Background: an optimization exercise with open tools, aiming at small area, a short achievable clock period and few clock cycles per item. Do not read the settings as production practice.
Function was checked by simulation only, so behaviour that the tests miss may differ from the original.
Power is estimated from default activity; no workload was simulated.

Setup of run A:
==> flow/design.v (excerpt) <==
module combinatorial_sequence_generator
#(
    parameter int MAX_ITEMS = csg_pkg::MAX_ITEMS_DEF,
    parameter int MAX_PICKS = csg_pkg::MAX_PICKS_DEF
) (
    input  logic        aclk,
    input  logic        aresetn,
    input  logic        cfg_we,
    input  logic [1:0]  cfg_index,
    input  logic [4:0]  cfg_data,
    input  logic        s_tvalid,
    output logic        s_tready,
    input  logic [39:0] s_tdata,    
    output logic        m_tvalid,
    input  logic        m_tready,
    output logic [39:0] m_tdata,    
    output logic        m_tlast,
    output logic [1:0]  m_tuser     
);
clock: 9.0 ns
lec_check: 0
cap_margin: 20
core_margin: 2
core_utilization: 62
cts_buf_list: sky130_fd_sc_hd__clkbuf_8 sky130_fd_sc_hd__clkbuf_16
cts_cluster_diameter: 80
cts_cluster_size: 20
slew_margin: 20
setup_slack_margin: 6
standard.sh (not shown) runs the stock make flow with config.mk's settings and CLKGATE_MAP_FILE= SYNTH_SCRIPT=/design/flow/synth_recipe.tcl, a recipe that flattens the netlist after the stock synthesis.
==> flow/flow/run.sh <==
#!/bin/bash
set -e
cd "$(dirname "$0")/.."
echo 'export SETUP_SLACK_MARGIN = 6' >> config.mk
bash standard.sh finish > standard_flow.log 2>&1
Run A reached the final stage; the timing, DRC and antenna checks on its layout passed.
Testbench counts of run A, summed over its fixed seeds: cycles 19,104, results 17,712.
For run B, these inputs were changed with respect to run A:
- CORE_UTILIZATION: 62 -> 58
[summary]
- Of run A and run B, the run reporting the higher pre-CTS setup slack was run B.
- Number of CTS-inserted buffers: run B vs run A down 4.3%
- Relative to run A, run B improves post-layout worst setup margin.
- Measured against each other, run A and run B differ in clock insertion delay at the later pin of the skew report, the higher figure coming from run A.
- On post-CTS resize count: run B sits below run A.
- In the tables for run A and run B, area of the placeable core reads lower with run A.
- Overall power: run B vs run A down about 0.8%
- Per the comparison of run B with run A, number of antenna diodes up 1, layout net count dropped 0.40%, width of the die saw an increase.
- Looking at internal power component across run A and run B, the one that comes out higher is run A.

---

Setup of try-nickel:
Another version of the RTL of combinatorial_sequence_generator (not shown whole).
Size: ~720 flip-flops, about 97 I/O pins, roughly 34000 um2 of cells after synthesis.
==> flow/design.v (excerpt) <==
module combinatorial_sequence_generator
#(
    parameter int MAX_ITEMS = csg_pkg::MAX_ITEMS_DEF,
    parameter int MAX_PICKS = csg_pkg::MAX_PICKS_DEF
) (
    input  logic        aclk,
    input  logic        aresetn,
    input  logic        cfg_we,
    input  logic [1:0]  cfg_index,
    input  logic [4:0]  cfg_data,
    input  logic        s_tvalid,
    output logic        s_tready,
    input  logic [39:0] s_tdata,    
    output logic        m_tvalid,
    input  logic        m_tready,
    output logic [39:0] m_tdata,    
    output logic        m_tlast,
    output logic [1:0]  m_tuser     
);
Settings: LEC_CHECK=0, CAP_MARGIN=20, CORE_MARGIN=2, CORE_UTILIZATION=65, CTS_BUF_LIST=sky130_fd_sc_hd__clkbuf_4 sky130_fd_sc_hd__clkbuf_8, SETUP_SLACK_MARGIN=5, SLEW_MARGIN=20; clock period 9.0 ns.
run.sh (not shown) runs the stock make flow with config.mk's settings and CLKGATE_MAP_FILE= SYNTH_SCRIPT=/design/flow/synth_recipe.tcl, a recipe that flattens the netlist after the stock synthesis.
Stock flow here: none of the scripts above is used.
Testbench counts of try-nickel, summed over its fixed seeds: cycles 19,104, results 17,712.
Here is what was changed in the inputs of try-amber compared with try-nickel.
- SETUP_SLACK_MARGIN now 6, was 5
==> flow/flow/run.sh (new file) <==
#!/bin/bash
set -e
cd "$(dirname "$0")/.."
echo 'export SETUP_SLACK_MARGIN = 6' >> config.mk
bash standard.sh finish > standard_flow.log 2>&1
==> flow/standard.sh (new file) <==
#!/bin/bash
# synth_recipe.tcl (not shown) runs the flow's synth.tcl, then flattens the netlist and writes it again
# the make line also repeats each setting of config.mk as NAME=value (left out here)
make -C /OpenROAD-flow-scripts/flow DESIGN_CONFIG=/design/flow/config.mk WORK_HOME=/design/flow/orfs CLKGATE_MAP_FILE= SYNTH_SCRIPT=/design/flow/synth_recipe.tcl "${@:-finish}"
removed: flow/run.sh
==> run notes <==
In the reports for try-nickel and try-amber, the smaller least setup slack across all paths after layout belongs to try-nickel.
Going from try-nickel to try-amber, number of distinct standard cells referenced by the synthesized netlist comparable; number of cells traversed by the worst register-to-register path increased 3; via count of the first global-routing pass now larger.
Changes in try-pepper relative to try-amber:
- CORE_UTILIZATION changed from 65 to 40
- SETUP_SLACK_MARGIN changed from 6 to 5
- CTS_BUF_LIST removed (was sky130_fd_sc_hd__clkbuf_4 sky130_fd_sc_hd__clkbuf_8)
==> flow/run.sh (new file) <==
#!/bin/bash
# synth_recipe.tcl (not shown) runs the flow's synth.tcl, then flattens the netlist and writes it again
# the make line also repeats each setting of config.mk as NAME=value (left out here)
make -C /OpenROAD-flow-scripts/flow DESIGN_CONFIG=/design/flow/config.mk WORK_HOME=/design/flow/orfs CLKGATE_MAP_FILE= SYNTH_SCRIPT=/design/flow/synth_recipe.tcl finish
removed: flow/flow/run.sh
removed: flow/standard.sh
Results
Result: PASS for each of try-amber and try-pepper
The vertical die dimension in try-pepper sits 63 um above the value recorded for try-amber.
try-amber has higher number of global-route vias before repair than try-pepper.
Cmp try-amber and try-pepper / core region area / lower: try-amber
Setup slack: try-pepper vs try-amber down 0.78 ns
Of the two values seen for launch point of the worst path, u_engine.pos[3][2]$_SDFFE_PN0P_ was produced by try-amber and u_engine.pos[0][0]$_SDFFE_PP0P_ by try-pepper.

---

Another version of the RTL of combinatorial_sequence_generator (not shown whole).
Size: ~3100 cells after synthesis, ~720 flip-flops, about 97 I/O pins, ~0.035 mm² of cells after synthesis.
Settings: LEC_CHECK=0, CAP_MARGIN=20, CORE_MARGIN=2, CORE_UTILIZATION=50, CTS_BUF_LIST=sky130_fd_sc_hd__clkbuf_8 sky130_fd_sc_hd__clkbuf_16, CTS_CLUSTER_DIAMETER=80, CTS_CLUSTER_SIZE=20, SLEW_MARGIN=20, SETUP_SLACK_MARGIN=6; clock period 9.0 ns.
standard.sh (not shown) runs the stock make flow with config.mk's settings and CLKGATE_MAP_FILE= SYNTH_SCRIPT=/design/flow/synth_recipe.tcl, a recipe that flattens the netlist after the stock synthesis.
==> flow/flow/run.sh <==
#!/bin/bash
set -e
cd "$(dirname "$0")/.."
echo 'export SETUP_SLACK_MARGIN = 6' >> config.mk
bash standard.sh finish > standard_flow.log 2>&1
The first run finished clean.
Testbench counts at the start, summed over its fixed seeds: cycles 19,104, results 17,712.
Next try:
- CORE_UTILIZATION: 50 -> 58
Cell count fell by a few percent.
Setup slack improved by 70 ps.
Wire length drops slightly.
Total power went down slightly.
Maximum frequency rises by a few percent.
Non-clock buffer count is lower by 35.
Utilization climbs by 8.4 points.

## static timing again, ports no longer ideal
No port has a modelled driver above. Below, the same layouts with a new extraction and two added sets of constraints.
Step 1, drivers: a clkbuf_16 drives aclk and a buf_2 each remaining input, both assumed.
Step 2 adds t to the input delays and takes it off the output delays; t is the mean of the earliest and latest rising clock arrival at the registers after step 1. Input paths then give back, and output paths get back, about the clock's delay inside the block.
Three values: ideal ports, drivers, drivers and shift; two values: the first two.
run	shift t [ns]	slack for setup (ns)	worst setup path after step 2	clock arrival spread, ns
run A	0.690	5.908 / 5.862 / 5.415	input to register	0.035 / 0.035
run B	0.676	5.930 / 5.864 / 5.481	input to register	0.029 / 0.030
try-nickel	0.784	5.078 / 5.116 / 4.332	input to register	0.057 / 0.057
try-amber	0.781	5.736 / 5.736 / 5.195	input to register	0.039 / 0.038
try-pepper	0.697	4.961 / 4.961 / 4.409	input to register	0.046 / 0.046
the first run of note 3	0.670	5.822 / 5.822 / 5.457	input to register	0.027 / 0.026
the second run of note 3	0.673	5.892 / 5.883 / 5.462	input to register	0.028 / 0.029
After both steps every run listed still meets setup and hold. For try-nickel, which loses most, drivers alone change the setup slack by +0.038 ns; drivers and shift together by -0.746 ns.
